This is an optimization exercise on Yosys and OpenROAD, whose aim is small area, not a production implementation.
Only simulation tests tie the RTL to the original design; equivalence was not proved.
Power and IR drop assume default switching activity.

==> flow/design.v (excerpt) <==
module testReadoutTop
(
    input  logic clkTMR,
    input  logic reset,
    input  logic triggerDisable,
    input  logic triggerMode,
    input  l1Pkg::hitWordT hitIn,
    input  logic creditReturn,
    output logic l1a,
    output l1Pkg::frameWordT frameOut,
    output logic frameValid,
    output logic overflow
);
For scale: about 2800 cells after synthesis, about 2200 flip-flops, roughly 38 I/O pins, about 52000 um2 of cells after synthesis.
Settings: LEC_CHECK=0, CAP_MARGIN=20, CORE_MARGIN=2, CORE_UTILIZATION=75, CTS_BUF_LIST=sky130_fd_sc_hd__clkbuf_8, CTS_CLUSTER_DIAMETER=60, CTS_CLUSTER_SIZE=18, SLEW_MARGIN=20, SYNTH_MEMORY_MAX_BITS=16384; clock period 10.0 ns.
standard.sh (not shown) runs the stock make flow with config.mk's settings and CLKGATE_MAP_FILE= SYNTH_SCRIPT=/design/flow/synth_recipe.tcl, a recipe that flattens the netlist after the stock synthesis.
==> flow/flow/run.sh <==
#!/bin/bash
set -o pipefail
export CTS_ARGS="-sink_clustering_enable -repair_clock_nets -dont_use_dummy_load -buf_list sky130_fd_sc_hd__clkbuf_8 -sink_clustering_size 20 -sink_clustering_max_diameter 75"
export BUFFER_PORTS_ARGS="-buffer_cell sky130_fd_sc_hd__buf_1"
bash standard.sh finish > standard_flow.log 2>&1
Then changed:
Settings changed: CORE_UTILIZATION 75 to 70.
The changed run passed the timing, DRC and antenna checks. Power fell slightly. Sequential cell count is unchanged. First-iteration DRC count fell by roughly a tenth. Global-route usage drops by 4.3 points. Via count came out lower slightly. Wire length falls by roughly a tenth. Register-to-register slack gets worse by 0.25 ns. Clock power went down slightly. Clock-buffer cell count stays the same. Fmax drops by a few percent.


## red
Another version of the RTL of testReadoutTop (not shown whole).
Size: ~2700 cells after synthesis.
==> flow/design.v (excerpt) <==
module testReadoutTop
(
    input  logic clkTMR,
    input  logic reset,
    input  logic triggerDisable,
    input  logic triggerMode,
    input  l1Pkg::hitWordT hitIn,
    input  logic creditReturn,
    output logic l1a,
    output l1Pkg::frameWordT frameOut,
    output logic frameValid,
    output logic overflow
);
    l1Pkg::l1EventT l1Event;
    l1Pkg::bunchIdT bunchId;
    testL1Generator testL1Generator_i
    (
        .clkTMR(clkTMR),
        .reset(reset),
        .triggerDisable(triggerDisable),
        .triggerMode(triggerMode),
        .bunchId(bunchId),
        .l1a(l1a)
    );
    hitBuffer hitBuffer_i
    (
        .clkTMR(clkTMR),
        .reset(reset),
        .hitIn(hitIn),
        .l1a(l1a),
        .bunchId(bunchId),
        .l1Event(l1Event)
    );
    eventFramer eventFramer_i
    (
        .clkTMR(clkTMR),
        .reset(reset),
        .l1Event(l1Event),
        .creditReturn(creditReturn),
        .frameOut(frameOut),
        .frameValid(frameValid),
        .overflow(overflow)
    );
  ...
make LEC_CHECK=0 CAP_MARGIN=20 CORE_MARGIN=2 CORE_UTILIZATION=70 CTS_BUF_LIST=sky130_fd_sc_hd__clkbuf_8 CTS_CLUSTER_DIAMETER=60 CTS_CLUSTER_SIZE=18 SLEW_MARGIN=20 SYNTH_MEMORY_MAX_BITS=16384 finish   # period 10.0 ns
run.sh (not shown) runs the stock make flow with config.mk's settings and CLKGATE_MAP_FILE= SYNTH_SCRIPT=/design/flow/synth_recipe.tcl, a recipe that flattens the netlist after the stock synthesis.
Stock flow here: none of the scripts above is used.
Changes in blue relative to red:
diff --git a/flow/config.mk b/flow/config.mk
--- a/flow/config.mk
+++ b/flow/config.mk
@@ -8,8 +8,5 @@
 export CAP_MARGIN = 20
 export CORE_MARGIN = 2
-export CORE_UTILIZATION = 70
-export CTS_BUF_LIST = sky130_fd_sc_hd__clkbuf_8
-export CTS_CLUSTER_DIAMETER = 60
-export CTS_CLUSTER_SIZE = 18
+export CORE_UTILIZATION = 40
 export SLEW_MARGIN = 20
 export SYNTH_MEMORY_MAX_BITS = 16384
Findings:
Compared with red, blue shows a higher initial detailed-routing violation count. Against red, blue reports a post-CTS clock slew at the launch and capture registers of the worst setup and hold paths that is lower. Between blue and red, it is blue whose synthesis-to-layout area growth is higher, by 11 points. NOTE non-clock buffer count red->blue increased by a little under 10%. Where total detailed-routing wirelength is concerned, red is better than blue.

-- separate check: timing with driven ports --
In the flow no input, the clock included, has a driving cell. The finished layouts below were timed again as built, in two steps. Step 1 (the two cells are an assumption about what drives the block):
set clk [get_ports {clkTMR}]
set_driving_cell -lib_cell sky130_fd_sc_hd__clkbuf_16 $clk
set_driving_cell -lib_cell sky130_fd_sc_hd__buf_2 [delete_from_list [all_inputs] $clk]
Step 2, shift: input delay + t, output delay - t, t = (earliest + latest rising clock arrival at the registers) / 2. This alone moves slack from input paths to output paths. a / b / c = no drivers / after step 1 / after step 2; a / b = the first two.
| run | t, ns | slack for setup (ns) | worst hold slack (ns) | worst setup path at the end |
|---|---|---|---|---|
| the first run of note 1 | 0.830 | 4.559 / 4.500 / 5.001 | 0.249 / 0.249 / 0.249 | input to output |
| the second run of note 1 | 0.816 | 4.393 / 4.334 / 5.046 | 0.266 / 0.266 / 0.266 | input to output |
| red | 0.853 | 3.717 / 3.656 / 4.319 | 0.309 / 0.309 / 0.309 | input to output |
| blue | 0.830 | 3.570 / 3.506 / 4.335 | 0.301 / 0.301 / 0.301 | register to output |
After both steps every run listed still meets setup and hold.
